From an optimization exercise on the open Yosys and OpenROAD flow, aimed at small area, a short achievable clock period and few clock cycles per item; shortcuts taken in it are not production practice.
Function was checked by simulation only, so behaviour that the tests miss may differ from the original.
Power is estimated from default activity; no workload was simulated.

[flow/design.v]
package fol_pkg;
  localparam int unsigned KEY_W       = 8;
  localparam int unsigned POS_W       = 3;
  localparam int unsigned HIT_COUNT_W = 16;
  localparam int unsigned ENTRIES     = 8;
endpackage
module fol_ctrl (
  input  logic clk_i,
  input  logic rst_ni,
  input  logic in_valid_i,
  output logic in_ready_o,
  output logic out_valid_o,
  input  logic out_ready_i,
  output logic k_load_o,    
  output logic l_load_o,    
  output logic fire_o,      
  output logic l_valid_o    
);
  logic kv_q, lv_q, ov_q;
  logic l_free;
  assign fire_o     = lv_q && (!ov_q || out_ready_i);
  assign l_free     = !lv_q || fire_o;
  assign l_load_o   = l_free;
  assign k_load_o   = !kv_q || l_free;
  assign in_ready_o = k_load_o;
  always_ff @(posedge clk_i or negedge rst_ni) begin
    if (!rst_ni) begin
      kv_q <= 1'b0;
      lv_q <= 1'b0;
      ov_q <= 1'b0;
    end else begin
      if (k_load_o) kv_q <= in_valid_i;
      if (l_free) lv_q <= kv_q;
      if (fire_o) ov_q <= 1'b1;
      else if (out_ready_i) ov_q <= 1'b0;
    end
  end
  assign out_valid_o = ov_q;
  assign l_valid_o   = lv_q;
endmodule
module fol_datapath (
  input  logic                              clk_i,
  input  logic                              rst_ni,
  input  logic                              k_load_i,
  input  logic                              l_load_i,
  input  logic                              fire_i,
  input  logic                              l_valid_i,
  input  logic [fol_pkg::KEY_W-1:0]         key_i,
  output logic                              hit_o,
  output logic [fol_pkg::POS_W-1:0]         old_position_o,
  output logic [fol_pkg::POS_W-1:0]         new_position_o,
  output logic [fol_pkg::HIT_COUNT_W-1:0]   hit_count_o
);
  localparam int unsigned N  = fol_pkg::ENTRIES;
  localparam int unsigned PW = fol_pkg::POS_W;
  localparam int unsigned CW = fol_pkg::HIT_COUNT_W;
  function automatic logic gt_f(input logic [CW-1:0] a, input logic [CW-1:0] b);
    logic [CW-1:0] g, l;
    g = a & ~b;
    l = ~a & b;
    for (int s = 1; s < CW; s = s * 2)
      for (int i = 0; i + s < CW; i = i + 2 * s) begin
        g[i] = g[i + s] | (!l[i + s] & g[i]);
        l[i] = l[i + s] | (!g[i + s] & l[i]);
      end
    gt_f = g[0];
  endfunction
  logic [3:0]    k_q;             
  logic [3:0]    l_q;             
  logic [CW:0]   cinc_q;          
  logic [PW-1:0] skey_q [N];      
  logic [CW-1:0] scnt_q [N];      
  logic [N-2:0]  ne_q;            
  logic [3:0]    key_code;
  logic [CW-1:0] c_k, c_new;
  logic [CW:0]   cinc_d;
  logic [N-1:0]  kmatch, match, le_p, t2, rng, run, q1, at_d;
  logic          hit;
  logic [PW-1:0] p, d;
  assign key_code = {(key_i >= fol_pkg::KEY_W'(1)) && (key_i <= fol_pkg::KEY_W'(N)),
                     PW'(key_i - fol_pkg::KEY_W'(1))};
  always_ff @(posedge clk_i) begin
    if (k_load_i) k_q <= key_code;
  end
  always_comb begin
    c_k = '0;
    for (int i = 0; i < N; i++) begin
      kmatch[i] = k_q[3] && (skey_q[i] == k_q[2:0]);
      c_k       = c_k | (scnt_q[i] & {CW{kmatch[i]}});
    end
    cinc_d = (l_valid_i && l_q[3] && k_q[3] && (l_q[2:0] == k_q[2:0]))
             ? {1'b0, c_new} + (CW+1)'(1)
             : {1'b0, c_k} + (CW+1)'(1);
  end
  always_ff @(posedge clk_i) begin
    if (l_load_i) begin
      l_q    <= k_q;
      cinc_q <= cinc_d;
    end
  end
  always_comb begin
    hit   = l_q[3];
    c_new = cinc_q[CW-1:0] | {CW{cinc_q[CW]}};
    for (int i = 0; i < N; i++) begin
      match[i] = hit && (skey_q[i] == l_q[2:0]);
      t2[i]    = hit && !cinc_q[CW] && gt_f(scnt_q[i], cinc_q[CW-1:0]);
    end
    for (int i = 0; i < N; i++) begin
      le_p[i] = 1'b0;
      for (int m = i; m < N; m++) le_p[i] = le_p[i] | match[m];
    end
    for (int i = 0; i < N; i++) begin
      run[i] = 1'b0;
      for (int j = i; j < N; j++) begin
        logic all_eq;
        all_eq = 1'b1;
        for (int m = i; m < j; m++) all_eq = all_eq & !ne_q[m];
        run[i] = run[i] | (match[j] & all_eq);
      end
    end
    for (int i = 0; i < N; i++) begin
      rng[i]  = le_p[i] && !t2[i];
      q1[i]   = run[i] && ((i == 0) || ne_q[(i + N - 2) % (N - 1)]);
      at_d[i] = rng[i] && ((i == 0) || t2[(i + N - 1) % N]);
    end
    p[2] = match[4] | match[5] | match[6] | match[7];
    p[1] = match[2] | match[3] | match[6] | match[7];
    p[0] = match[1] | match[3] | match[5] | match[7];
    d[2] = t2[3];
    d[1] = (t2[1] & !t2[3]) | t2[5];
    d[0] = (t2[0] & !t2[1]) | (t2[2] & !t2[3]) | (t2[4] & !t2[5]) | t2[6];
  end
  always_ff @(posedge clk_i or negedge rst_ni) begin
    if (!rst_ni) begin
      for (int i = 0; i < N; i++) begin
        skey_q[i] <= PW'(i);
        scnt_q[i] <= '0;
      end
      ne_q <= '0;
    end else if (fire_i) begin
      for (int i = 0; i < N - 1; i++) begin
        if (!cinc_q[CW]) begin
          if (q1[i + 1])  ne_q[i] <= t2[i];
          else if (q1[i]) ne_q[i] <= 1'b1;
        end
      end
      for (int i = 0; i < N; i++) begin
        if (q1[i]) scnt_q[i] <= c_new;
        if (at_d[i])      skey_q[i] <= l_q[2:0];
        else if (rng[i])  skey_q[i] <= skey_q[(i + N - 1) % N];
      end
    end
  end
  logic                hit_q;
  logic [PW-1:0]       old_q, new_q;
  logic [CW-1:0]       hc_q;
  always_ff @(posedge clk_i) begin
    if (fire_i) begin
      hit_q <= hit;
      old_q <= p;
      new_q <= d;
      hc_q  <= c_new & {CW{hit}};
    end
  end
  assign hit_o          = hit_q;
  assign old_position_o = old_q;
  assign new_position_o = new_q;
  assign hit_count_o    = hc_q;
endmodule
module frequency_ordered_list_top (
  input  logic                              clk_i,
  input  logic                              rst_ni,
  input  logic                              in_valid_i,
  output logic                              in_ready_o,
  input  logic [fol_pkg::KEY_W-1:0]         in_key_i,
  output logic                              out_valid_o,
  input  logic                              out_ready_i,
  output logic                              out_hit_o,
  output logic [fol_pkg::POS_W-1:0]         out_old_position_o,
  output logic [fol_pkg::POS_W-1:0]         out_new_position_o,
  output logic [fol_pkg::HIT_COUNT_W-1:0]   out_hit_count_o
);
  logic k_load, l_load, fire, l_valid;
  fol_ctrl u_ctrl (
    .clk_i      (clk_i),
    .rst_ni     (rst_ni),
    .in_valid_i (in_valid_i),
    .in_ready_o (in_ready_o),
    .out_valid_o(out_valid_o),
    .out_ready_i(out_ready_i),
    .k_load_o   (k_load),
    .l_load_o   (l_load),
    .fire_o     (fire),
    .l_valid_o  (l_valid)
  );
  fol_datapath u_dp (
    .clk_i         (clk_i),
    .rst_ni        (rst_ni),
    .k_load_i      (k_load),
    .l_load_i      (l_load),
    .fire_i        (fire),
    .l_valid_i     (l_valid),
    .key_i         (in_key_i),
    .hit_o         (out_hit_o),
    .old_position_o(out_old_position_o),
    .new_position_o(out_new_position_o),
    .hit_count_o   (out_hit_count_o)
  );
endmodule
[flow/run.sh]
#!/bin/bash
# synth_recipe.tcl (not shown) runs the flow's synth.tcl, then flattens the netlist and writes it again
# the make line also repeats each setting of config.mk as NAME=value (left out here)
make -C /OpenROAD-flow-scripts/flow DESIGN_CONFIG=/design/flow/config.mk WORK_HOME=/design/flow/orfs CLKGATE_MAP_FILE= SYNTH_SCRIPT=/design/flow/synth_recipe.tcl finish
[flow/config.mk]
export PLATFORM = sky130hd
export DESIGN_NAME = frequency_ordered_list_top
export DESIGN_NICKNAME = frequency_ordered_list_top
export VERILOG_FILES = /design/flow/design.v
export SDC_FILE = /design/flow/constraint.sdc
export NUM_CORES = 4
export LEC_CHECK = 0
export CAP_MARGIN = 20
export CORE_MARGIN = 2
export CORE_UTILIZATION = 60
export SETUP_SLACK_MARGIN = 1.5
export SLEW_MARGIN = 20
[flow/constraint.sdc]
create_clock -name core_clock -period 5.0 [get_ports {clk_i}]
set_input_delay 1.0000 -clock core_clock [delete_from_list [all_inputs] [get_ports {clk_i}]]
set_output_delay 1.0000 -clock core_clock [all_outputs]
set_load 0.01 [all_outputs]
==> results of run 1 <==
## metrics by stage
step | util [%] | power (uW)
2_1_floorplan | - | 4710
3_3_place_gp | 63.6 | 5530
3_5_place_dp | 63.6 | 5590
4_1_cts | 68.3 | 7380
5_1_grt | 69.5 | 7910
6_report | 69.5 | 7520
## path summary, 6_finish.rpt
| check | endpoint | slack, ps | cells past startpoint |
|---|---|---|---|
| worst max register to register | u_dp.skey_q[5][1] | 1480 | 10 |
| max in group asynchronous | u_dp.skey_q[4][2] | 3430 | 2 |
| min in group asynchronous | u_dp.scnt_q[5][1] | 570 | 1 |
| worst min-delay path | u_ctrl.lv_q | 480 | 1 |
| worst min register to register | u_ctrl.lv_q | 480 | 1 |
| worst max-delay path | u_dp.skey_q[5][1] | 1480 | 10 |
## power by group through the flow
stage | combinational, uW | clock [uW] | sequential (uW)
global placement | 2450 | 0 | 3080
floorplan | 1920 | 0 | 2790
finish | 2730 | 1730 | 3060
CTS | 2580 | 1750 | 3050
global route | 2980 | 1810 | 3130
detailed placement | 2510 | 0 | 3080
## registers in the layout (all words and copies together) (netlist names)
register and flops:
u_dp.ne_q 7, u_dp.l_q 4, u_ctrl.ov_q 1, u_dp.k_q 4, u_dp.old_q 3, u_ctrl.kv_q 1, u_dp.cinc_q 17, u_dp.skey_q 24
u_dp.new_q 3, u_dp.hc_q 16, u_dp.scnt_q 128, u_dp.hit_q 1, u_ctrl.lv_q 1
## routing by layer
| metal | track usage, % | share of wire [%] | vias up |
|---|---|---|---|
| li1 | - | - | 4765 |
| met1 | 50.4 | 42 | 5046 |
| met2 | 52.8 | 44 | 555 |
| met3 | 6.97 | 9.4 | 120 |
| met4 | 14.2 | 4.3 | 0 |
| met5 | 0 | 0 | - |
## worst max-delay path, stage by stage (launching register included)
cell      delay [ps]
edfxtp_1         580
nor2b_1          230
maj3_1           360
a221oi_1         410
nor2_1           220
a211oi_2         430
o31ai_1          180
nand2_1           90
o21bai_1         260
mux2_2           400
mux2_2           260
## repair_timing
| action | CTS | global route |
|---|---|---|
| endpoints found under the setup margin | 43 | 49 |
| pin swaps | 1 | 2 |
| gates resized for setup | 19 | 6 |
| endpoints found under the hold margin | 0 | 0 |
| setup buffers | 11 | 28 |
## cell families after synthesis
group | synth area share (%)
fa+ha+maj | 3.36
flops | 45.5
simple gates | 15.0
mux | 4.31
compound gates | 21.6
buf+inv | 5.43
xor+xnor | 4.78
## layout by cell type (no fill, tap or decap), types with 6 or more instances in the layout
master / netlist / layout
o22ai_1: 9 / 9
o31ai_1: 13 / 12
nand2b_1: 22 / 22
nand2_1: 98 / 97
a21oi_1: 129 / 128
nor2_1: 142 / 138
o21ai_0: 97 / 97
nand4_1: 27 / 27
a31oi_1: 14 / 14
maj3_1: 30 / 30
clkbuf_16: 0 / 26
inv_1: 58 / 58
dfstp_2: 12 / 12
nor3_1: 9 / 7
xnor2_1: 50 / 50
clkdlybuf4s50_1: 0 / 35
nand3_1: 8 / 8
mux2_2: 30 / 30
clkinv_1: 4 / 6
dfrtp_1: 150 / 150
buf_4: 16 / 55
xor2_1: 16 / 16
mux2i_1: 15 / 15
edfxtp_1: 48 / 48
o211ai_1: 6 / 6
nor2b_1: 28 / 28
a22oi_1: 75 / 75
## final cells by class
| cell class | instances | area, um2 |
|---|---|---|
| clock buffers | 34 | 721 |
| inverters | 63 | 240 |
| flip-flops and latches | 210 | 5510 |
| clock inverters | 10 | 58.8 |
| repair buffers | 91 | 774 |
| well taps | 265 | 332 |
| fillers | 1615 | 6000 |
| multi-input cells | 945 | 6020 |
==> results.toml, run 1 <==
[sta]
slew_violations = 0
holdWs_ps = 482
maxSlewHeadroom_pct = 33.6
skew_ps = 15.6
setup_viol = 0
fmax_mhz = 284
worst_slew_pin_slew_ps = 997
hold_violations = 0
tns_ps = 0
finalCritPeriodShare_pct = 70.4
rsz0062_at_grt = "yes"
fin_ws_ps = 1480
period_minus_slack_ps = 3520

[finish]
final_area_um2 = 13700
instances_no_fill = 1618
finalNetCount = 1351
drive_gt1_share_pct = 13.2
area_growth_pct = 12.8
diodes = 0

[floorplan]
rows = 51
dieArea_um2 = 21300
core_area_um2 = 19700
pin_count = 37
die_x_um = 146
start_util_pct = 61.6
die_h_um = 146

[logic_synthesis]
synthArstFlopShare_pct = 77.1
ys_warn_count = 4
netlist_top_cells_area = "dfrtp_1 31%, edfxtp_1 12%, a21oi_1 5.3%"
yosysSeqAreaShare_pct = 45.5
synthesis.area_um2 = 12100
yosysTopAreaCellShare_pct = 31.0
synth-seq-cells = 210
syn-num-nets = 1316
synth-edff-count = 48
syn_inst = 1300
yosysMostFrequentCell = "dfrtp_1"
synthFlopType = "dfrtp_1"
synth_common_cells = "150 x dfrtp_1, 142 x nor2_1, 129 x a21oi_1"
synth_area_per_cell_um2 = 9.31
synth_top_area_cell = "dfrtp_1"
synth_cell_types = 77

[power]
power_frac_comb_pct = 36.3
p_seq_share_pct = 40.7
p_int_uw = 4510
peakVddDrop_uv = 399
p_sw_share_pct = 40.0
power_switching_uw = 3010
p_leak_uw = 0.00536
pwr-share-clk_pct = 23.0
powerDensity_nw_per_um2 = 551

[placed_design]
pre_cts_slack_ps = 968
gp_routability_congestion = 0.925
post-place-cells = 1535
port-buffer-count = 36
place_area_um2 = 12500
hpwlAfterDp_um = 25300

[routing]
drc = 0
drtPass1Iterations = 6
via_count = 10500
via_per_inst = 6.48
final_antenna_net_count = 0
wl_um = 37700
wl_per_cell_um = 23.3
first_iter_violations = 1209

[cts]
clock_sinks = 210
clk_transition_reported_paths_ps = 60
cts-root-buf = "clkbuf_16"
ctsHoldBuffers = 0
cts_tree = "done"
cts_made_buffers = 24
clk_path_buf_depth = 3
insertion_delay_ps = 530
cts-htree-levels = 1

[min_path]
holdCritPathClass = "register to register"
min-delay-start = "u_ctrl.kv_q"

[worst_setup_path]
startpoint = "u_dp.cinc_q[2]"
startpoint_type = "register"
crit_fanout = 11
r2r-start = "u_dp.cinc_q[2]"
cp.required_ps = 5410
criticalPathCategory = "register to register"
arrival_ps = 3930
end_kind = "register"

[global_route]
grt_pass1_wl_um = 58700
grt_pass1_vias = 10100
gr-total-overflow = 0
grt_max_degree = 101
grt_antenna_before_repair = 0
grtUsageTotal_pct = 35.1

[run]
cap_violations = 0

[outcome]
status = "no timing/DRC/antenna violations"
Testbench counts, summed over its fixed seeds: cycles 12,024, items 12,000.
==> inputs of run 2 (changes only) <==
--- a/flow/config.mk
+++ b/flow/config.mk
@@ -9,3 +9,5 @@
 export CORE_MARGIN = 2
-export CORE_UTILIZATION = 60
+export CORE_UTILIZATION = 40
+export CTS_BUF_LIST = sky130_fd_sc_hd__clkbuf_4 sky130_fd_sc_hd__clkbuf_8
+export CTS_CLUSTER_SIZE = 30
 export SETUP_SLACK_MARGIN = 1.5
==> run 2 against run 1 <==
Compared with the run above:
- sequential share of layout area hardly changed
- global-route usage down 10 points
- non-clock buffer count shrank 22
- cell area is essentially flat
- clock skew up 17 ps
- combinational power decreased by 4%
==> results.toml, run 2 <==
[outcome]
status = "no timing/DRC/antenna violations"

[routing]
via_per_inst = 5.95
drc = 0
wl_per_cell_um = 22.0
via_count = 10400
final_antenna_net_count = 0
wl_um = 38400
first_iter_violations = 1086
drtPass1Iterations = 6

[min_path]
holdCritPathClass = "register to register"

[cts]
insertion_delay_ps = 550
cts-htree-levels = 2
clk_transition_reported_paths_ps = 50
clock_sinks = 210
cts_tree = "done"
cts_made_buffers = 38
clk_path_buf_depth = 3
cts-root-buf = "clkbuf_8"

[finish]
layout_commonest_cell = "dfrtp_1"
area_growth_pct = 12.9
top_regs = "u_dp.scnt_q: 128 flops, u_dp.skey_q: 24 flops, u_dp.cinc_q: 17 flops"
nFillCells = 2846
final_area_um2 = 13700
finalNetCount = 1343
final_core_util_pct = 46.0
diodes = 0
instances_no_fill = 1747
largest-register = "u_dp.scnt_q"
layout_common_cells = "150 x dfrtp_1, 138 x nor2_1, 129 x a21oi_1"
largest_reg_flops = 128
drive_gt1_share_pct = 13.4

[run]
cap_violations = 0

[logic_synthesis]
synthFlopType = "dfrtp_1"
synth-seq-cells = 210
syn_inst = 1300
netlist_top_cells_area = "dfrtp_1 31%, edfxtp_1 12%, a21oi_1 5.3%"
synth_top_area_cell = "dfrtp_1"
synthesis.area_um2 = 12100
yosysMostFrequentCell = "dfrtp_1"
synth_common_cells = "150 x dfrtp_1, 142 x nor2_1, 129 x a21oi_1"
yosysTopAreaCellShare_pct = 31.0
synthArstFlopShare_pct = 77.1
synth_cell_types = 77
synth-edff-count = 48
yosysSeqAreaShare_pct = 45.5
syn-num-nets = 1316
ys_warn_count = 4
synth_area_per_cell_um2 = 9.31

[power]
power_uw = 7400
peakVddDrop_uv = 279
powerDensity_nw_per_um2 = 542
p_leak_uw = 0.00531

[sta]
skew_ps = 32.5
maxSlewHeadroom_pct = 31.9
slew_violations = 0
period_minus_slack_ps = 3390
worst_slew_pin_slew_ps = 1010
tns_ps = 0
finalCritPeriodShare_pct = 67.7
hold_violations = 0
setup_viol = 0
fmax_mhz = 295
rsz0062_at_grt = "no"

[global_route]
grt_pass1_vias = 10300
grt_antenna_before_repair = 0
grt_max_degree = 97
gr-total-overflow = 0
grtUsageTotal_pct = 25.0
grt_pass1_wl_um = 60400

[floorplan]
die_x_um = 178
rows = 63
pin_count = 37
dieArea_um2 = 31700
die_h_um = 178
core_area_um2 = 29700
start_util_pct = 40.7

[worst_setup_path]
arrival_ps = 2390
criticalPathCategory = "input pin to output pin"
end_kind = "output pin"
crit_fanout = 6
cp.required_ps = 4000
startpoint_type = "input pin"

[placed_design]
port-buffer-count = 36
post-place-cells = 1659
hpwlAfterDp_um = 26000
place_area_um2 = 12700
gp_routability_congestion = 0.956
==> run 2: changes by cell type in the layout (fill, tap and decap cells not counted), moves of 2 or more <==
cell        change
a211oi_1        +2
clkbuf_8       +39
buf_12          +3
clkbuf_1        -4
and4_4          +3
clkbuf_4       +13
a211oi_2        -2
clkinvlp_4      -2
clkbuf_16      -26
and4_2          -3
buf_4          -25
clkinv_2        +6
==> run 2: timing repair <==
item	in CTS	in global routing
pin swaps	0	2
setup buffers	5	13
hold buffers	0	0
resized for setup	10	12
setup endpoints to repair	21	82
==> run 2: final cells by class <==
cell class                      count  area, um2  share of cell area [%]
Inverter                           63        236                    1.73
Sequential cell                   210       5510                    40.3
Clock buffer                       56        689                    5.05
Timing Repair Buffer               69        647                    4.74
Clock inverter                     14       91.3                   0.669
Tap cell                          390        488                    3.57
Multi-Input combinational cell    945       5990                    43.9
==> run 2: cells by family after synthesis <==
group | synth area share, %
muxes | 4.31
buffers and inverters | 5.43
and+or+nand+nor | 15.0
DFF | 45.5
xor gates and xnor gates | 4.78
AOI/OAI and AO/OA | 21.6
adders and majority gates | 3.36
==> run 2: worst paths after layout <==
check                                start                 to  slack [ps]  cells after the start
max                            out_ready_i         in_ready_o        1610                      3
min                            u_ctrl.kv_q        u_ctrl.lv_q         480                      1
max reg2reg                u_dp.cinc_q[10]  u_dp.skey_q[1][2]        1640                     11
min reg2reg                    u_ctrl.kv_q        u_ctrl.lv_q         480                      1
max in group asynchronous           rst_ni  u_dp.skey_q[3][0]        3380                      2
min in group asynchronous           rst_ni        u_ctrl.kv_q         550                      1
==> run 2: metal layers <==
metal | vias to the layer above | share of wire [%] | track usage, %
li1 | 4750 | - | -
met1 | 5088 | 42 | 32.9
met2 | 457 | 47 | 40.8
met3 | 105 | 7.7 | 4.43
met4 | 0 | 3.7 | 10.1
met5 | - | 0 | 0
==> run 2: power breakdown <==
group | internal, uW | switching (uW)
Clock | 939 | 752
Combinational | 1120 | 1500
Sequential | 2360 | 740
==> run 2: metrics by stage <==
step	setup slack (ps)	hold WS (ps)
2_1_floorplan	2090	421
3_3_place_gp	1120	452
3_5_place_dp	1090	473
4_1_cts	1510	485
5_1_grt	1500	508
6_report	1610	483
==> run 2: critical path, stage by stage <==
cell	delay, ps
clkdlybuf4s50_1	420
nand4b_1	380
clkdlybuf4s50_1	590
==> inputs of run 3 (changes only) <==
--- a/flow/config.mk
+++ b/flow/config.mk
@@ -12,3 +12,3 @@
 export CTS_CLUSTER_SIZE = 30
-export SETUP_SLACK_MARGIN = 1.5
+export SETUP_SLACK_MARGIN = 1.8
 export SLEW_MARGIN = 20
==> run 3 against run 2 <==
Compared with the run above:
- via count increased by 4.2%
- non-clock buffer count rose by 49
- clock power about the same
- cell area increased by 6.0%
- core utilization increased by 2.7 points
- maximum frequency up 5.8%
- sequential share of layout area fell by 2.3 points
- critical path type is now register to register
- largest cell class unchanged
- largest power group unchanged
- highest routed layer unchanged
==> results.toml, run 3 <==
[outcome]
status = "no timing/DRC/antenna violations"

[routing]
via_count = 10800
first_iter_violations = 1300
final_antenna_net_count = 0
wl_per_cell_um = 22.9
wl_um = 41200
via_per_inst = 6.02
drtPass1Iterations = 9
drc = 0

[logic_synthesis]
synth-edff-count = 48
synthArstFlopShare_pct = 77.1
syn-num-nets = 1316
synthesis.area_um2 = 12100
synth_area_per_cell_um2 = 9.31
syn_inst = 1300
synth_cell_types = 77
synth-seq-cells = 210
ys_warn_count = 4
synth_common_cells = "150 x dfrtp_1, 142 x nor2_1, 129 x a21oi_1"
yosysMostFrequentCell = "dfrtp_1"
netlist_top_cells_area = "dfrtp_1 31%, edfxtp_1 12%, a21oi_1 5.3%"
yosysTopAreaCellShare_pct = 31.0
yosysSeqAreaShare_pct = 45.5
synthFlopType = "dfrtp_1"
synth_top_area_cell = "dfrtp_1"

[floorplan]
rows = 63
die_x_um = 178
core_area_um2 = 29700
pin_count = 37
die_h_um = 178
dieArea_um2 = 31700
start_util_pct = 40.7

[finish]
layout_commonest_cell = "dfrtp_1"
largest_reg_flops = 128
instances_no_fill = 1801
area_growth_pct = 19.6
layout_common_cells = "150 x dfrtp_1, 136 x nor2_1, 127 x a21oi_1"
top_regs = "u_dp.scnt_q: 128 flops, u_dp.skey_q: 24 flops, u_dp.cinc_q: 17 flops"
nFillCells = 2731
drive_gt1_share_pct = 19.2
seq_area_um2 = 5510
multiInputGateArea_um2 = 6360
largest-register = "u_dp.scnt_q"
finalNetCount = 1396
final_core_util_pct = 48.7

[global_route]
grt_antenna_before_repair = 1
grt_pass1_wl_um = 61000
grtUsageTotal_pct = 25.2
grt_max_degree = 97
gr-total-overflow = 0
grt_pass1_vias = 10500

[worst_setup_path]
path_cells = "nor2b_1 > maj3_2 > maj3_2 > maj3_2 > nand2_1 > o21ai_1 > maj3_2 > a311oi_4 > buf_4 > mux2_1 > mux2_2"
cp_num_buf_inv = 1
end_kind = "register"
arrival_ps = 3630
crit_fanout = 5
slowest_stage = "edfxtp_1"
cpPeakStageDelay_ps = 470
startpoint_type = "register"
cp.required_ps = 5430
crit_top_cell = "maj3_2"
crit_family = "adder cells"
criticalPathCategory = "register to register"

[power]
p_sw_share_pct = 41.0
power_switching_uw = 3210
power_frac_comb_pct = 38.4
peakVddDrop_uv = 301
pwr-share-clk_pct = 21.7
p_seq_share_pct = 39.9
p_int_uw = 4620
powerDensity_nw_per_um2 = 541
power_uw = 7830
p_leak_uw = 0.00566

[cts]
cts-htree-levels = 2
clk_path_buf_depth = 3
ctsHoldBuffers = 0
cts-root-buf = "clkbuf_8"
clock_sinks = 210
cts_made_buffers = 38
insertion_delay_ps = 560
clk_transition_reported_paths_ps = 60
cts_tree = "done"

[min_path]
holdCritPathClass = "register to register"

[sta]
worst_slew_pin_slew_ps = 990
slew_violations = 0
setup_viol = 0
period_minus_slack_ps = 3200
tns_ps = 0
maxSlewHeadroom_pct = 33.7
fmax_mhz = 312
rsz0062_at_grt = "yes"
hold_violations = 0
finalCritPeriodShare_pct = 64.0
skew_ps = 34.8

[placed_design]
gp_routability_congestion = 0.956
hpwlAfterDp_um = 26000
port-buffer-count = 36
post-place-cells = 1659

[run]
cap_violations = 0
## run 3: cell counts after synthesis
No cell type changed its count.
## run 3: kinds of logic after synthesis
kind of cell    synth area share, %
compound gates                 21.6
xor+xnor                       4.78
mux                            4.31
fa+ha+maj                      3.36
buf+inv                        5.43
flops                          45.5
simple gates                   15.0
## run 3: metrics by stage
step,hold slack [ps],setup WS (ps),cell area (um2)
final,474,1800,14500
after global routing,508,1710,14500
after CTS,485,1750,13700
after detailed placement,473,1090,12700
after global placement,452,1120,12700
after floorplan,421,2090,12100
## run 3: path summary, 6_finish.rpt
check                                start           endpoint  slack (ps)  cells after the start
max                        u_dp.cinc_q[10]  u_dp.skey_q[1][2]        1800                     11
min                            u_ctrl.kv_q        u_ctrl.lv_q         470                      1
max reg2reg                u_dp.cinc_q[10]  u_dp.skey_q[1][2]        1800                     11
min reg2reg                    u_ctrl.kv_q        u_ctrl.lv_q         470                      1
max in group asynchronous           rst_ni  u_dp.skey_q[2][1]        3400                      2
min in group asynchronous           rst_ni        u_ctrl.kv_q         550                      1
## run 3: power by group through the flow
stage / clock, uW / combinational, uW / sequential, uW
floorplan: 0 / 1920 / 2790
global placement: 0 / 2440 / 3120
detailed placement: 0 / 2480 / 3120
CTS: 1730 / 2630 / 3060
global route: 1810 / 3270 / 3180
finish: 1700 / 3010 / 3120
## run 3: timing repair
| item | 4_1_cts | 5_1_grt |
|---|---|---|
| pin swaps | 2 | 17 |
| setup buffers | 24 | 43 |
| gates cloned | 0 | 4 |
| resized for setup | 26 | 65 |
| endpoints found under the setup margin | 63 | 63 |
## run 3: layout make-up
cell class,count,share of cell area (%)
antenna,1,0.0173
clock buffer,56,4.76
clock inverter,14,0.631
inverter,63,1.76
multi-input combinational,949,44.0
sequential,210,38.1
tap,390,3.37
timing repair buffer,118,7.38
## run 3: per-layer routing
metal / up-vias / GRT usage, % / share of wire (%)
met5: - / 0 / 0
met4: 0 / 10.7 / 4.2
met3: 125 / 4.33 / 8.5
met2: 509 / 41.4 / 47
met1: 5314 / 32.8 / 40
li1: 4893 / - / -
==> inputs of run 4 (changes only) <==
--- a/flow/config.mk
+++ b/flow/config.mk
@@ -7,2 +7,3 @@
 export LEC_CHECK = 0
+export ABC_AREA = 1
 export CAP_MARGIN = 20
@@ -12,3 +13,3 @@
 export CTS_CLUSTER_SIZE = 30
-export SETUP_SLACK_MARGIN = 1.8
+export SETUP_SLACK_MARGIN = 2.3
 export SLEW_MARGIN = 20
==> run 4 against run 3 <==
Compared with the run above:
- cell count grew 47%
- critical endpoint is now u_dp.cinc_q[15]
- critical path type unchanged
- largest cell class unchanged
- still clean on timing, DRC and antenna
- routed wire length rose by 27%
- synthesized cell count rose by 55%
==> results.toml, run 4 <==
[logic_synthesis]
ys_warn_count = 4
synth_common_cells = "689 x nand2_1, 212 x nor2_1, 200 x nand3_1"
syn_inst = 2019
synth_area_per_cell_um2 = 6.78
synth_cell_types = 47
synth-edff-count = 48
netlist_top_cells_area = "dfrtp_1 27%, nand2_1 19%, edfxtp_1 11%"
synthesis.area_um2 = 13700
syn-num-nets = 2035
synthArstFlopShare_pct = 77.1
yosysTopAreaCellShare_pct = 27.4
yosysSeqAreaShare_pct = 40.3
synth_top_area_cell = "dfrtp_1"
synthFlopType = "dfrtp_1"
synth-seq-cells = 210
yosysMostFrequentCell = "nand2_1"

[placed_design]
pre_cts_slack_ps = 1510
port-buffer-count = 36
gp_routability_congestion = 0.919
hpwlAfterDp_um = 33700
post-place-cells = 2440

[finish]
finalNetCount = 2187
layout_commonest_cell = "nand2_1"
largest-register = "u_dp.scnt_q"
instances_no_fill = 2650
largest_reg_flops = 128
diodes = 0
layout_common_cells = "660 x nand2_1, 197 x nor2_1, 187 x inv_1, 187 x nand3_1, 171 x o21ai_0"
final_core_util_pct = 50.1
drive_gt1_share_pct = 17.6
area_growth_pct = 23.1
top_regs = "u_dp.scnt_q: 128 flops, u_dp.skey_q: 24 flops, u_dp.cinc_q: 17 flops"

[floorplan]
core_area_um2 = 33600
die_x_um = 189
start_util_pct = 40.7
die_h_um = 189
rows = 67
dieArea_um2 = 35700
pin_count = 37

[cts]
ctsHoldBuffers = 0
clk_path_buf_depth = 3
cts-root-buf = "clkbuf_8"
cts_tree = "done"
clock_sinks = 210
insertion_delay_ps = 590
clk_transition_reported_paths_ps = 60
cts-htree-levels = 2
cts_made_buffers = 39

[worst_setup_path]
slowest_stage = "edfxtp_1"
cp.required_ps = 5350
cpPeakStageDelay_ps = 700
end_kind = "register"
arrival_ps = 3050
crit_fanout = 12
path_cells = "buf_6 > nor2_2 > inv_1 > nor2_1 > inv_1 > nand2_2 > nor2_4 > nand2_1 > nor2_2 > buf_4 > nand3_1 > nand2_1"
startpoint_type = "register"
crit_family = "simple AND/OR/NAND/NOR gates"
cp_num_buf_inv = 4
criticalPathCategory = "register to register"

[sta]
maxSlewHeadroom_pct = 34.7
fmax_mhz = 370
finalCritPeriodShare_pct = 54.0
fin_ws_ps = 2300
worst_slew_pin_slew_ps = 977
tns_ps = 0
hold_violations = 0
period_minus_slack_ps = 2700
rsz0062_at_grt = "yes"
setup_viol = 0
slew_violations = 0
skew_ps = 27.1

[power]
powerDensity_nw_per_um2 = 499
p_leak_uw = 0.00806
power_uw = 8400
peakVddDrop_uv = 277

[routing]
via_per_inst = 5.52
wl_met1_um = 21900
drc = 0
dr.max_layer_used = "met4"
route.met2.wl_um = 23000
final_antenna_net_count = 0
wl_um = 52400
wl_met3_um = 5090
via_count = 14600
first_iter_violations = 1705
drtPass1Iterations = 8
wl_per_cell_um = 19.8

[global_route]
gr-total-overflow = 0
grt_antenna_before_repair = 0
grtUsageTotal_pct = 28.1
grt_pass1_vias = 13200
grt_pass1_wl_um = 76900
grt_max_degree = 92

[outcome]
status = "no timing/DRC/antenna violations"

[run]
cap_violations = 0

[min_path]
holdCritPathClass = "register to register"
[run 4: cell types whose count changed in the layout (fill, tap and decap cells not counted), sizes merged, moves of 75 or more]
cell | previous run | this run
nand3 | 8 | 212
inv | 55 | 203
nor2 | 144 | 239
nand2 | 99 | 706
o21ai | 100 | 196
a22oi | 75 | 0
[run 4: worst reg2reg max path: cells and delay by family, from the launching register on]
kind	cells	cell delay [ps]
AND/OR/NAND/NOR	8	1160
buffers and inverters	4	590
flip-flops	1	700
[run 4: path summary, 6_finish.rpt]
path	startpoint	to	slack, ps	cells past startpoint
worst max-delay path	u_dp.cinc_q[16]	u_dp.cinc_q[15]	2300	12
worst min-delay path	u_dp.skey_q[3][0]	u_dp.skey_q[3][0]	480	2
worst max register to register	u_dp.cinc_q[16]	u_dp.cinc_q[15]	2300	12
worst min register to register	u_dp.skey_q[3][0]	u_dp.skey_q[3][0]	480	2
max in group asynchronous	rst_ni	u_dp.scnt_q[0][13]	3570	2
min in group asynchronous	rst_ni	u_dp.skey_q[5][1]	490	1
[run 4: cells by family after synthesis]
family,Yosys count,synth area share (%)
xor+xnor,12,0.768
fa+ha+maj,4,0.366
compound gates,302,11.9
flops,210,40.3
buf+inv,288,9.16
simple gates,1203,37.5
[run 4: what timing repair did]
item	4_1_cts	5_1_grt
resized for setup	46	114
endpoints found under the hold margin	0	0
setup buffers	75	54
setup endpoints to repair	140	74
cloned	3	6
pin swaps	21	39
[run 4: per-layer routing]
metal	track usage, %	vias up
met1	39.4	6919
met2	43.0	743
met4	11.9	0
li1	-	6819
met3	4.75	154
met5	0	-
[run 4: cell type report]
| type | instances | area, um2 |
|---|---|---|
| Tap cell | 448 | 561 |
| Fill cell | 3314 | 16800 |
| Inverter | 212 | 841 |
| Timing Repair inverter | 4 | 30.0 |
| Clock inverter | 7 | 91.3 |
| Multi-Input combinational cell | 1526 | 7390 |
| Timing Repair Buffer | 178 | 1650 |
| Sequential cell | 210 | 5510 |
| Clock buffer | 65 | 763 |
[run 4: per-stage QoR]
stage                     area (um2)  hold WS (ps)
after floorplan                13700           421
after global placement         14300           449
after detailed placement       14300           451
after CTS                      16000           477
after global routing           16800           483
final                          16800           476
[run 4: report_power, final]
group | internal (uW) | leakage, uW | switching, uW
Clock | 1070 | 0.000447 | 795
Combinational | 1220 | 0.00501 | 2390
Sequential | 2310 | 0.00261 | 609
Total | 4600 | 0.00806 | 3800
==> inputs of run 5 (changes only) <==
--- a/flow/config.mk
+++ b/flow/config.mk
@@ -13,3 +13,3 @@
 export CTS_CLUSTER_SIZE = 30
-export SETUP_SLACK_MARGIN = 2.3
+export SETUP_SLACK_MARGIN = 2.0
 export SLEW_MARGIN = 20
==> run 5 against run 4 <==
Compared with the run above:
- maximum frequency down 5.6%
- clock-buffer cell count fell by 8
- global-route usage decreased by 1.2 points
- die area unchanged
- routed wire length fell by 7.7%
- via count shrank 4.7%
- sequential power barely moved
- clock power decreased by 3%
- cell area fell by 7.0%
- total power is 5.6% lower
- critical endpoint is now u_dp.cinc_q[10]
- largest power group unchanged
==> results.toml, run 5 <==
[global_route]
gr-total-overflow = 0
grt_pass1_wl_um = 73900
grt_antenna_before_repair = 0
grt_max_degree = 95
grt_pass1_vias = 12700
grtUsageTotal_pct = 26.9

[worst_setup_path]
crit_fanout = 13
crit_top_cell = "nand2_1"
arrival_ps = 3170
cp_num_buf_inv = 2
r2r-start = "u_dp.k_q[2]"
criticalPathCategory = "register to register"
worst_r2r_path_depth = 15
path_cells = "buf_4 > nand2_1 > a21oi_4 > nand2_8 > nand3_1 > nor2_1 > a21oi_2 > ha_1 > inv_1 > nor2_2 > nand2_2 > nor2_4 > nand2_1 > nand2_1 > nand2_1"
cpPeakStageDelay_ps = 490
crit_family = "simple AND/OR/NAND/NOR gates"
r2r_setup_slack_ps = 2140
rr_endpoint = "u_dp.cinc_q[10]"
startpoint_type = "register"
slowest_stage = "edfxtp_1"
end_kind = "register"
cp.required_ps = 5310

[placed_design]
hpwlAfterDp_um = 32900
gp_routability_congestion = 0.943
port-buffer-count = 36

[logic_synthesis]
synth-xor-area-share_pct = 0.768
synth.area.mux_share_pct = 0
synth-simple-area-share_pct = 37.5
yosysSeqAreaShare_pct = 40.3
synth_cell_types = 47
syn-num-nets = 2035
synth_top_area_cell = "dfrtp_1"
synth_common_cells = "689 x nand2_1, 212 x nor2_1, 200 x nand3_1"
netlist_top_cells_area = "dfrtp_1 27%, nand2_1 19%, edfxtp_1 11%"
synthAdderAreaFrac_pct = 0.366
yosysMostFrequentCell = "nand2_1"
synthesis.area_um2 = 13700
synth_top_family_by_area = "simple AND/OR/NAND/NOR gates"
ys_warn_count = 4
synthArstFlopShare_pct = 77.1
synth_compound_area_share_pct = 11.9
synth-edff-count = 48
synth_area_per_cell_um2 = 6.78
synthFlopType = "dfrtp_1"
syn_inst = 2019
synth-seq-cells = 210
yosysTopAreaCellShare_pct = 27.4

[power]
power_switching_uw = 3550
p_leak_uw = 0.00751
peakVddDrop_uv = 220
power_frac_comb_pct = 40.5
powerDensity_nw_per_um2 = 506
p_seq_share_pct = 36.8
pwr-share-clk_pct = 22.7
p_sw_share_pct = 44.8
power_uw = 7930
p_int_uw = 4380

[sta]
maxSlewHeadroom_pct = 29.9
slew_violations = 0
rsz0062_at_grt = "no"
period_minus_slack_ps = 2860
tns_ps = 0
worst_slew_pin_slew_ps = 1050
setup_viol = 0
hold_violations = 0
fmax_mhz = 350
skew_ps = 26.9
finalCritPeriodShare_pct = 57.2

[floorplan]
core_area_um2 = 33600
die_h_um = 189
dieArea_um2 = 35700
die_x_um = 189
pin_count = 37
rows = 67
start_util_pct = 40.7

[routing]
wl_um = 48400
via_count = 13900
first_iter_violations = 1521
wl_per_cell_um = 18.8
drtPass1Iterations = 6
via_per_inst = 5.43
final_antenna_net_count = 0
drc = 0

[finish]
largest_reg_flops = 128
nFillCells = 3447
area_growth_pct = 14.5
finalNetCount = 2107
largest-register = "u_dp.scnt_q"
top_regs = "u_dp.scnt_q: 128 flops, u_dp.skey_q: 24 flops, u_dp.cinc_q: 17 flops"
layout_common_cells = "684 x nand2_1, 211 x nor2_1, 199 x nand3_1"
diodes = 0
layout_commonest_cell = "nand2_1"
drive_gt1_share_pct = 11.3

[min_path]
hold_depth = 2
holdCritPathClass = "register to register"
hold_end = "u_dp.skey_q[2][1]"
min-delay-start = "u_dp.skey_q[2][1]"

[run]
cap_violations = 0

[cts]
cts_tree = "done"
cts-root-buf = "clkbuf_8"
clk_path_buf_depth = 3
insertion_delay_ps = 560
cts_made_buffers = 39
clock_sinks = 210
clk_transition_reported_paths_ps = 50
cts-htree-levels = 2
ctsHoldBuffers = 0

[outcome]
status = "no timing/DRC/antenna violations"
-- run 5: cell types whose count changed in the layout (fill, tap and decap cells not counted), sizes merged --
cell and delta:
buf -74, clkbuf -7, clkdlybuf4s15 -1, clkdlybuf4s50 +1
clkinv +7, clkinvlp -8, inv +5, nand2 -1
nand3 -3
-- run 5: worst reg2reg max path: cells and delay by family, from the launching register on --
family	cells	cell delay, ps
compound gates	2	520
simple gates	10	1170
flops	1	490
fa+ha+maj	1	210
buf+inv	2	260
-- run 5: final cells by class --
| type | instances | area, um2 | share of cell area [%] |
|---|---|---|---|
| well taps | 448 | 561 | 3.58 |
| multi-input cells | 1522 | 7030 | 44.9 |
| clock buffers | 57 | 716 | 4.57 |
| inverters | 212 | 823 | 5.26 |
| repair buffers | 105 | 898 | 5.74 |
| repair inverters | 1 | 5.00 | 0.0320 |
| clock inverters | 14 | 120 | 0.767 |
| flip-flops and latches | 210 | 5510 | 35.2 |
-- run 5: power groups by stage --
stage               Clock (uW)  Combinational [uW]  Sequential, uW
finish                    1800                3210            2910
global route              1910                3580            2980
CTS                       1830                3060            2890
detailed placement           0                2960            2930
global placement             0                2900            2930
floorplan                    0                2130            2680
-- run 5: cells by family after synthesis --
| kind of cell | Yosys count |
|---|---|
| simple gates | 1203 |
| compound gates | 302 |
| buf+inv | 288 |
| flops | 210 |
| xor+xnor | 12 |
| fa+ha+maj | 4 |
-- run 5: routing by layer --
layer  wire length [um]  global-route usage, %
met1              20900                   38.4
met2              21200                   40.9
met3               4470                   4.34
met4               1800                   10.4
met5                  0                      0
-- run 5: metrics by stage --
step           std cells  cell area, um2  setup WS, ps  hold WS (ps)  utilization (%)
6_report            2569           15700          2140           478             46.6
4_1_cts             2541           15400          1890           478             45.7
3_5_place_dp        2442           14300          1580           450             42.4
3_3_place_gp        2442           14300          1560           453             42.4
5_1_grt             2569           15700          2000           490             46.6
2_1_floorplan       2019           13700          2100           421                -
-- run 5: how the worst max path moves through the flow --
stage,depth (start not counted),start,end
after floorplan,9,out_ready_i,u_dp.skey_q[6][0]
after global placement,12,out_ready_i,u_dp.ne_q[5]
after detailed placement,6,out_ready_i,in_ready_o
after CTS,6,out_ready_i,in_ready_o
after global routing,15,u_dp.k_q[2],u_dp.cinc_q[10]
final,15,u_dp.k_q[2],u_dp.cinc_q[10]
-- run 5: repair_timing --
| action | in CTS | in global routing |
|---|---|---|
| endpoints found under the setup margin | 109 | 62 |
| gates resized for setup | 14 | 20 |
| pin swaps | 2 | 10 |
| gates cloned | 1 | 1 |
| endpoints found under the hold margin | 0 | 0 |
| buffers inserted | 27 | 27 |
==> inputs of run 6 (changes only) <==
--- a/flow/config.mk
+++ b/flow/config.mk
@@ -7,3 +7,2 @@
 export LEC_CHECK = 0
-export ABC_AREA = 1
 export CAP_MARGIN = 20
@@ -11,5 +10,3 @@
 export CORE_UTILIZATION = 40
-export CTS_BUF_LIST = sky130_fd_sc_hd__clkbuf_4 sky130_fd_sc_hd__clkbuf_8
-export CTS_CLUSTER_SIZE = 30
-export SETUP_SLACK_MARGIN = 2.0
+export SETUP_SLACK_MARGIN = 1.5
 export SLEW_MARGIN = 20
==> run 6 against run 5 <==
Compared with the run above:
- still clean
- hold slack better by 5.4 ps
- flip-flop and latch count stayed put
- routed wire length is 21% lower
- synthesized cell count is 36% lower
- clock skew is 8.7 ps lower
- setup slack worse by 530 ps
- critical path type unchanged
- critical endpoint is now u_dp.skey_q[1][2]
- highest routed layer unchanged
==> results.toml, run 6 <==
[outcome]
status = "no timing/DRC/antenna violations"

[cts]
clk_transition_reported_paths_ps = 60
clock_sinks = 210
cts-htree-levels = 1
cts_made_buffers = 24
cts_tree = "done"
insertion_delay_ps = 530
cts-root-buf = "clkbuf_16"
clk_path_buf_depth = 3

[floorplan]
pin_count = 37
die_h_um = 178
start_util_pct = 40.7
core_area_um2 = 29700
dieArea_um2 = 31700
die_x_um = 178
rows = 63

[logic_synthesis]
syn-num-nets = 1316
yosysSeqAreaShare_pct = 45.5
synthFlopType = "dfrtp_1"
ys_warn_count = 4
yosysMostFrequentCell = "dfrtp_1"
yosysTopAreaCellShare_pct = 31.0
synth_common_cells = "150 x dfrtp_1, 142 x nor2_1, 129 x a21oi_1"
synth_cell_types = 77
synth_area_per_cell_um2 = 9.31
synthArstFlopShare_pct = 77.1
syn_inst = 1300
synthesis.area_um2 = 12100
netlist_top_cells_area = "dfrtp_1 31%, edfxtp_1 12%, a21oi_1 5.3%"
synth_top_area_cell = "dfrtp_1"
synth-edff-count = 48
synth-seq-cells = 210

[finish]
drive_gt1_share_pct = 11.9
finalNetCount = 1329
layout_commonest_cell = "dfrtp_1"
diodes = 0
largest_reg_flops = 128
largest-register = "u_dp.scnt_q"
top_regs = "u_dp.scnt_q: 128 flops, u_dp.skey_q: 24 flops, u_dp.cinc_q: 17 flops"
instances_no_fill = 1721
area_growth_pct = 14.1
layout_common_cells = "150 x dfrtp_1, 138 x nor2_1, 128 x a21oi_1"

[global_route]
grt_pass1_vias = 10200
grt_max_degree = 97
grt_antenna_before_repair = 0
gr-total-overflow = 0
grt_pass1_wl_um = 60000
grtUsageTotal_pct = 24.7

[worst_setup_path]
startpoint_type = "register"
worst_r2r_path_depth = 11
criticalPathCategory = "register to register"
rr_endpoint = "u_dp.skey_q[1][2]"
crit_fanout = 11
r2r_setup_slack_ps = 1610
arrival_ps = 3800
cp.required_ps = 5400
r2r-start = "u_dp.cinc_q[10]"
end_kind = "register"

[routing]
wl_met1_um = 15800
via_count = 10300
drtPass1Iterations = 7
via_per_inst = 5.99
route.met2.wl_um = 18100
wl_um = 38000
wl_per_cell_um = 22.1
first_iter_violations = 1158
wl_met3_um = 2720
dr.max_layer_used = "met4"
final_antenna_net_count = 0
drc = 0

[sta]
skew_ps = 18.2
rsz0062_at_grt = "no"
tns_ps = 0
setup_viol = 0
slew_violations = 0
hold_violations = 0
worst_slew_pin_slew_ps = 971
fmax_mhz = 295
maxSlewHeadroom_pct = 35.0
finalCritPeriodShare_pct = 67.9
period_minus_slack_ps = 3390

[placed_design]
port-buffer-count = 36
hpwlAfterDp_um = 26000
post-place-cells = 1659
gp_routability_congestion = 0.956

[min_path]
hold_end = "u_ctrl.lv_q"
hold_depth = 1
holdCritPathClass = "register to register"
min-delay-start = "u_ctrl.kv_q"

[run]
cap_violations = 0

[power]
peakVddDrop_uv = 331
powerDensity_nw_per_um2 = 562
p_leak_uw = 0.00534
run 6: changes by cell type in the layout (fill, tap and decap cells not counted), sizes merged, moves of 35 or more:
cell	change
a22oi	+75
nand3	-201
maj3	+35
buf	-36
o21ai	-96
nand2	-606
a21oi	+73
nor2	-95
inv	-149
xnor2	+45
run 6: how the worst max path moves through the flow:
| stage | startpoint | end | slack (ps) | cells after the start |
|---|---|---|---|---|
| after floorplan | u_dp.cinc_q[11] | u_dp.skey_q[1][1] | 2090 | 10 |
| after global placement | u_dp.k_q[2] | u_dp.cinc_q[12] | 1120 | 10 |
| after detailed placement | u_dp.k_q[2] | u_dp.cinc_q[15] | 1090 | 10 |
| after CTS | u_dp.l_q[1] | u_dp.cinc_q[15] | 1520 | 9 |
| after global routing | out_ready_i | in_ready_o | 1500 | 3 |
| final | u_dp.cinc_q[10] | u_dp.skey_q[1][2] | 1610 | 11 |
run 6: layer usage:
metal / GRT usage, % / vias up
met5: 0 / -
li1: - / 4719
met3: 3.81 / 86
met2: 40.6 / 450
met4: 9.26 / 0
met1: 32.9 / 5046
run 6: power breakdown:
group	switching, uW	total, uW	leakage (uW)	internal (uW)
sequential	741	3100	0.00253	2350
combinational	1490	2610	0.00235	1120
clock	736	2050	0.000452	1310
total	2970	7760	0.00534	4790
run 6: stage by stage:
step	hold WS [ps]	cell area (um2)	utilization (%)	setup slack (ps)	total power, uW
floorplan	421	12100	-	2090	4710
CTS	485	13700	46.0	1520	7690
global route	509	13800	46.5	1500	8210
finish	483	13800	46.5	1610	7760
global placement	452	12700	42.6	1120	5550
detailed placement	473	12700	42.6	1090	5600
run 6: worst max-delay path, cell delays in order (launching register included):
cell	delay, ps
edfxtp_1	560
nor2b_1	230
maj3_2	320
maj3_2	320
maj3_2	300
nand2_1	60
o21ai_1	70
maj3_2	340
a311oi_4	260
buf_4	220
mux2_1	320
mux2_2	260
run 6: area by class of cell:
type	instances	area, um2
tap	390	488
clock buffer	32	713
sequential	210	5510
timing repair buffer	69	647
clock inverter	12	219
inverter	63	236
multi-input combinational	945	6000
fill	2799	15900
run 6: repair_timing:
item,4_1_cts,5_1_grt
hold buffers,0,0
pin swaps,0,2
setup endpoints to repair,21,82
gates resized for setup,10,13
buffers inserted,5,13
gates cloned,0,0
run 6: logic make-up after synthesis:
logic type               share of synthesized area [%]
AO/OA/AOI/OAI                                     21.6
XOR/XNOR                                          4.78
adder cells (fa/ha/maj)                           3.36
buffers and inverters                             5.43
flip-flops                                        45.5
multiplexers                                      4.31
AND/OR/NAND/NOR                                   15.0
==> inputs of run 7 (changes only) <==
--- a/flow/design.v
+++ b/flow/design.v
@@ -105,3 +105,3 @@
       match[i] = hit && (skey_q[i] == l_q[2:0]);
-      t2[i]    = hit && !cinc_q[CW] && gt_f(scnt_q[i], cinc_q[CW-1:0]);
+      t2[i]    = (i < N - 1) && hit && !cinc_q[CW] && gt_f(scnt_q[i], cinc_q[CW-1:0]);
     end
--- a/flow/config.mk
+++ b/flow/config.mk
@@ -7,2 +7,3 @@
 export LEC_CHECK = 0
+export ABC_AREA = 1
 export CAP_MARGIN = 20
@@ -10,3 +11,3 @@
 export CORE_UTILIZATION = 40
-export SETUP_SLACK_MARGIN = 1.5
+export SETUP_SLACK_MARGIN = 2.0
 export SLEW_MARGIN = 20
==> run 7 against run 6 <==
Compared with the run above:
- still clean on timing, DRC and antenna
- hold slack worse by 17 ps
- clock skew up 7.6 ps
- via count up 29%
- core utilization up 0.73 points
- die area up 10%
- clock-buffer cell count unchanged
- sequential share of layout area down 4.2 points
- combinational power up 11%
- critical path type unchanged
- largest cell class unchanged
- highest routed layer unchanged
==> results.toml, run 7 <==
[outcome]
status = "no timing/DRC/antenna violations"

[worst_setup_path]
cp_num_buf_inv = 2
crit_top_cell = "nand2_1"
crit_fanout = 10
crit_family = "simple AND/OR/NAND/NOR gates"
cp.required_ps = 5310
arrival_ps = 3210
slowest_stage = "edfxtp_1"
worst_r2r_path_depth = 16
startpoint_type = "register"
path_cells = "buf_4 > nand2_1 > nand2_1 > nor2_4 > nand2_2 > nor2_1 > nor2_1 > nand3_2 > nand2_2 > inv_1 > ha_1 > nand3_4 > nor2_4 > nand2_1 > nand2_1 > nand2_1"
r2r_setup_slack_ps = 2110
criticalPathCategory = "register to register"
cpPeakStageDelay_ps = 510
r2r-start = "u_dp.k_q[2]"
rr_endpoint = "u_dp.cinc_q[12]"
end_kind = "register"

[cts]
clock_sinks = 210
cts-htree-levels = 1
cts_made_buffers = 26
cts-root-buf = "clkbuf_16"
insertion_delay_ps = 570
clk_path_buf_depth = 3
cts_tree = "done"
clk_transition_reported_paths_ps = 60

[routing]
drtPass1Iterations = 6
first_iter_violations = 1492
drc = 0
via_per_inst = 5.43
final_antenna_net_count = 0
via_count = 13200
wl_per_cell_um = 18.3
wl_um = 44600

[power]
p_leak_uw = 0.00726
peakVddDrop_uv = 282
powerDensity_nw_per_um2 = 511
power_uw = 7880

[logic_synthesis]
syn_inst = 1929
synthFlopType = "dfrtp_1"
synth_common_cells = "634 x nand2_1, 206 x nor2_1, 187 x nand3_1"
syn-num-nets = 1945
synth-edff-count = 48
synth_top_area_cell = "dfrtp_1"
yosysTopAreaCellShare_pct = 28.1
synth_cell_types = 50
synth-seq-cells = 210
synthesis.area_um2 = 13400
ys_warn_count = 4
synthArstFlopShare_pct = 77.1
yosysMostFrequentCell = "nand2_1"
netlist_top_cells_area = "dfrtp_1 28%, nand2_1 18%, edfxtp_1 11%"
yosysSeqAreaShare_pct = 41.3
synth_area_per_cell_um2 = 6.92

[global_route]
grtUsageTotal_pct = 25.1
grt_pass1_vias = 11800
gr-total-overflow = 0
grt_max_degree = 94
grt_pass1_wl_um = 68100
grt_antenna_before_repair = 0

[sta]
fmax_mhz = 346
worst_slew_pin_slew_ps = 1060
rsz0062_at_grt = "yes"
hold_violations = 0
finalCritPeriodShare_pct = 57.8
slew_violations = 0
maxSlewHeadroom_pct = 29.2
period_minus_slack_ps = 2890
setup_viol = 0
tns_ps = 0
skew_ps = 25.8

[finish]
drive_gt1_share_pct = 10.6
largest_reg_flops = 128
largest-register = "u_dp.scnt_q"
top_regs = "u_dp.scnt_q: 128 flops, u_dp.skey_q: 24 flops, u_dp.cinc_q: 17 flops"
diodes = 0
layout_commonest_cell = "nand2_1"
layout_common_cells = "632 x nand2_1, 202 x nor2_1, 187 x nand3_1"
finalNetCount = 1995
area_growth_pct = 15.6

[placed_design]
hpwlAfterDp_um = 31300
gp_routability_congestion = 0.938
port-buffer-count = 36

[floorplan]
rows = 66
pin_count = 37
die_x_um = 187
start_util_pct = 40.8
die_h_um = 187
dieArea_um2 = 34900
core_area_um2 = 32700

[min_path]
hold_end = "u_dp.skey_q[3][0]"
holdCritPathClass = "register to register"
min-delay-start = "u_dp.skey_q[3][0]"
hold_depth = 2

[run]
cap_violations = 0
-- run 7: cell count changes after synthesis, sizes merged, moves of 45 or more --
cell	delta
nand2	+553
nor2	+99
xnor2	-45
inv	+137
a21oi	-76
o21ai	+105
nand3	+189
a22oi	-75
-- run 7: what timing repair did --
action,CTS,global route
gates resized for setup,12,18
buffers inserted,11,28
pin swaps,3,6
hold buffers,0,0
setup endpoints to repair,55,69
-- run 7: area by class of cell --
class	count	area, um2
sequential	210	5510
tap	442	553
timing repair buffer	87	835
inverter	199	758
clock inverter	16	240
clock buffer	32	724
multi-input combinational	1455	6820
fill	3319	17300
-- run 7: layer usage --
layer  up-vias  global-route usage [%]  routed length, um
li1       6336                       -                  -
met1      6237                    35.0              19400
met2       595                    38.2              19200
met3        78                    6.06               4550
met4         0                    8.46               1380
met5         -                       0                  0
-- run 7: logic make-up (layout without fill, tap and decap cells) --
kind of cell | after synthesis | count (layout) | synth area share, %
adders and majority gates | 4 | 4 | 0.375
DFF | 210 | 210 | 41.3
and+or+nand+nor | 1132 | 1132 | 36.7
buffers and inverters | 264 | 334 | 8.40
AOI/OAI and AO/OA | 308 | 308 | 12.5
xor gates and xnor gates | 11 | 11 | 0.721
-- run 7: how the worst max path moves through the flow --
stage,startpoint,end,slack (ps),cells past startpoint
finish,u_dp.k_q[2],u_dp.cinc_q[12],2110,16
global route,out_ready_i,u_dp.ne_q[1],1990,12
CTS,u_dp.l_q[0],u_dp.scnt_q[0][9],1990,12
detailed placement,out_ready_i,u_dp.ne_q[2],1440,11
global placement,out_ready_i,u_dp.ne_q[3],1490,11
floorplan,out_ready_i,u_dp.scnt_q[6][8],2410,9
-- run 7: power by group --
part,internal (uW),switching [uW],leakage [uW],total (uW)
clock,1300,810,0.000468,2110
combinational,955,1950,0.00419,2910
sequential,2310,561,0.00260,2870
total,4560,3320,0.00726,7880
-- run 7: metrics by stage --
| step | instance area [um2] | worst slack [ps] | hold slack [ps] | std cells | util, % |
|---|---|---|---|---|---|
| CTS | 15100 | 1990 | 471 | 2413 | 46.2 |
| finish | 15400 | 2110 | 466 | 2441 | 47.2 |
| global route | 15400 | 1990 | 494 | 2441 | 47.2 |
| detailed placement | 14000 | 1440 | 452 | 2354 | 42.8 |
| global placement | 14000 | 1490 | 450 | 2354 | 42.8 |
| floorplan | 13400 | 2410 | 421 | 1929 | - |
-- run 7: tightest hold or removal path, stage by stage, from the launching register on --
cell and delay [ps]:
dfstp_2 360, nand2_1 50, nand2_1 50
Testbench counts of run 7, summed over its fixed seeds: cycles 12,024, items 12,000.
==> inputs of run 8 (changes only) <==
--- a/flow/config.mk
+++ b/flow/config.mk
@@ -11,2 +11,5 @@
 export CORE_UTILIZATION = 40
+export CTS_BUF_LIST = sky130_fd_sc_hd__clkbuf_16
+export CTS_CLUSTER_DIAMETER = 100
+export CTS_CLUSTER_SIZE = 35
 export SETUP_SLACK_MARGIN = 2.0
==> run 8 against run 7 <==
Compared with the run above:
- highest routed layer unchanged
- critical endpoint unchanged
- largest cell class unchanged
- combinational power about the same
- setup slack got worse by 27 ps
- cell area fell by 3.0%
- critical path type unchanged
==> results.toml, run 8 <==
[placed_design]
port-buffer-count = 36
gp_routability_congestion = 0.938
hpwlAfterDp_um = 31300
post-place-cells = 2354

[sta]
hold_violations = 0
fmax_mhz = 343
finalCritPeriodShare_pct = 58.4
slew_violations = 0
setup_viol = 0
skew_ps = 41.0
period_minus_slack_ps = 2920
rsz0062_at_grt = "yes"
tns_ps = 0
maxSlewHeadroom_pct = 29.9
worst_slew_pin_slew_ps = 1050

[worst_setup_path]
r2r_setup_slack_ps = 2080
criticalPathCategory = "register to register"
worst_r2r_path_depth = 16
cpPeakStageDelay_ps = 530
cp.required_ps = 5250
startpoint = "u_dp.k_q[2]"
slowest_stage = "edfxtp_1"
r2r-start = "u_dp.k_q[2]"
arrival_ps = 3170
end_kind = "register"
crit_top_cell = "nand2_1"
cp_num_buf_inv = 2
path_cells = "buf_4 > nand2_1 > nand2_1 > nor2_4 > buf_4 > nand2_1 > o21ai_1 > nor2_1 > nand2_1 > nand2_2 > nor2_2 > nand2_1 > nor2_4 > nand2_1 > nand2_1 > nand2_1"
crit_fanout = 8
rr_endpoint = "u_dp.cinc_q[12]"
crit_family = "simple AND/OR/NAND/NOR gates"
startpoint_type = "register"

[finish]
layout_commonest_cell = "nand2_1"
largest-register = "u_dp.scnt_q"
nFillCells = 3356
drive_gt1_share_pct = 9.80
instances_no_fill = 2423
area_growth_pct = 12.1
finalNetCount = 1990
largest_reg_flops = 128
multiInputGateArea_um2 = 6830
layout_common_cells = "632 x nand2_1, 201 x nor2_1, 186 x nand3_1"
top_regs = "u_dp.scnt_q: 128 flops, u_dp.skey_q: 24 flops, u_dp.cinc_q: 17 flops"
seq_area_um2 = 5510

[floorplan]
dieArea_um2 = 34900
die_x_um = 187
start_util_pct = 40.8
pin_count = 37
die_h_um = 187
core_area_um2 = 32700
rows = 66

[global_route]
gr-total-overflow = 0
grt_max_degree = 94
grtUsageTotal_pct = 24.9
grt_pass1_vias = 11700
grt_antenna_before_repair = 1
grt_pass1_wl_um = 67800

[logic_synthesis]
syn-num-nets = 1945
yosysSeqAreaShare_pct = 41.3
yosysMostFrequentCell = "nand2_1"
synth_area_per_cell_um2 = 6.92
syn_inst = 1929
synthesis.area_um2 = 13400
synthFlopType = "dfrtp_1"
synth_cell_types = 50
synthArstFlopShare_pct = 77.1
synth_top_area_cell = "dfrtp_1"
synth-seq-cells = 210
netlist_top_cells_area = "dfrtp_1 28%, nand2_1 18%, edfxtp_1 11%"
yosysTopAreaCellShare_pct = 28.1
synth-edff-count = 48
ys_warn_count = 4
synth_common_cells = "634 x nand2_1, 206 x nor2_1, 187 x nand3_1"

[cts]
clk_path_buf_depth = 3
cts-htree-levels = 1
cts_tree = "done"
ctsHoldBuffers = 0
clock_sinks = 210
cts-root-buf = "clkbuf_16"
cts_made_buffers = 13
clk_transition_reported_paths_ps = 120
insertion_delay_ps = 520

[min_path]
min-delay-start = "u_dp.skey_q[3][0]"
hold_end = "u_dp.skey_q[3][0]"
holdCritPathClass = "register to register"
hold_depth = 2

[power]
p_leak_uw = 0.00703
powerDensity_nw_per_um2 = 467
peakVddDrop_uv = 196

[routing]
wl_per_cell_um = 18.3
first_iter_violations = 1548
via_per_inst = 5.41
final_antenna_net_count = 0
wl_um = 44200
via_count = 13100
drtPass1Iterations = 5
drc = 0

[outcome]
status = "no timing/DRC/antenna violations"

[run]
cap_violations = 0
-- run 8: cell counts after synthesis --
No cell type changed its count.
-- run 8: how the worst max path moves through the flow --
stage | to | slack (ps) | cells after the start
after floorplan | u_dp.scnt_q[6][8] | 2410 | 9
after global placement | u_dp.ne_q[3] | 1490 | 11
after detailed placement | u_dp.ne_q[2] | 1440 | 11
after CTS | u_dp.cinc_q[12] | 1990 | 16
after global routing | u_dp.cinc_q[12] | 1950 | 15
final | u_dp.cinc_q[12] | 2080 | 16
-- run 8: power breakdown --
group | internal, uW | total, uW | switching (uW)
sequential | 2300 | 2860 | 555
clock | 515 | 1210 | 690
combinational | 974 | 2930 | 1950
-- run 8: repair_timing --
item | CTS | global route
endpoints found under the setup margin | 71 | 42
pin swaps | 5 | 8
gates resized for setup | 15 | 18
buffers inserted | 23 | 24
-- run 8: area by class of cell --
type | count | area share [%]
Inverter | 199 | 5.05
Timing Repair Buffer | 95 | 6.00
Clock buffer | 13 | 2.17
Tap cell | 442 | 3.69
Antenna cell | 1 | 0.0167
Multi-Input combinational cell | 1455 | 45.6
Sequential cell | 210 | 36.8
Clock inverter | 8 | 0.685
-- run 8: logic make-up (layout without fill, tap and decap cells) --
kind of cell | Yosys count | after routing | synth area share [%]
simple gates | 1132 | 1132 | 36.7
compound gates | 308 | 308 | 12.5
buf+inv | 264 | 315 | 8.40
flops | 210 | 210 | 41.3
xor+xnor | 11 | 11 | 0.721
fa+ha+maj | 4 | 4 | 0.375
other cells | 0 | 1 | 0
-- run 8: per-layer routing --
metal	wire length (um)	share of wire, %	global-route usage, %	vias to the layer above
met2	19000	43	38.1	535
li1	-	-	-	6311
met3	4120	9.3	5.68	79
met5	0	0	0	-
met1	19700	44	35.1	6193
met4	1460	3.3	7.60	0
-- run 8: worst register-to-register path, delay by kind of cell, from the launching register on --
family	cells	cell delay, ps
and+or+nand+nor	13	1460
AOI/OAI and AO/OA	1	250
buffers and inverters	2	430
DFF	1	530
-- run 8: through the flow --
stage               util [%]  setup slack [ps]  hold WS [ps]  cell area [um2]  power [uW]
global route            45.8              1950           502            15000        7500
global placement        42.8              1490           450            14000        5510
CTS                     44.8              1990           478            14700        6830
detailed placement      42.8              1440           452            14000        5570
floorplan                  -              2410           421            13400        4630
finish                  45.8              2080           473            15000        6990

## port drivers added, routing unchanged
No port has a modelled driver above. Below, the same layouts with a new extraction and two added sets of constraints.
Step 1 (the two cells are an assumption about what drives the block):
set clk [get_ports {clk_i}]
set_driving_cell -lib_cell sky130_fd_sc_hd__clkbuf_16 $clk
set_driving_cell -lib_cell sky130_fd_sc_hd__buf_2 [delete_from_list [all_inputs] $clk]
Step 2 adds t to the input delays and takes it off the output delays; t is the mean of the earliest and latest rising clock arrival at the registers after step 1. Input paths then give back, and output paths get back, about the clock's delay inside the block.
Slacks: ideal ports / drivers / drivers and shift; pairs: ideal ports / drivers.
| run | t, ns | setup WS [ns] | clock arrival spread, ns | cell pins on the clock port's net |
|---|---|---|---|---|
| run 1 | 0.568 | 1.479 / 1.479 / 1.232 | 0.016 / 0.016 | 1 |
| run 2 | 0.585 | 1.614 / 1.590 / 1.590 | 0.034 / 0.033 | 1 |
| run 3 | 0.591 | 1.800 / 1.800 / 1.636 | 0.035 / 0.035 | 1 |
| run 4 | 0.629 | 2.300 / 2.300 / 1.970 | 0.032 / 0.031 | 1 |
| run 5 | 0.595 | 2.141 / 2.122 / 1.703 | 0.029 / 0.030 | 1 |
| run 6 | 0.573 | 1.607 / 1.597 / 1.597 | 0.018 / 0.018 | 1 |
| run 7 | 0.605 | 2.108 / 2.108 / 1.620 | 0.026 / 0.026 | 1 |
| run 8 | 0.553 | 2.081 / 2.081 / 1.771 | 0.042 / 0.042 | 1 |
After both steps every run listed still meets setup and hold. The setup slack of run 7, which loses most, moves by 0.000 ns with the drivers and by -0.488 ns with both steps.
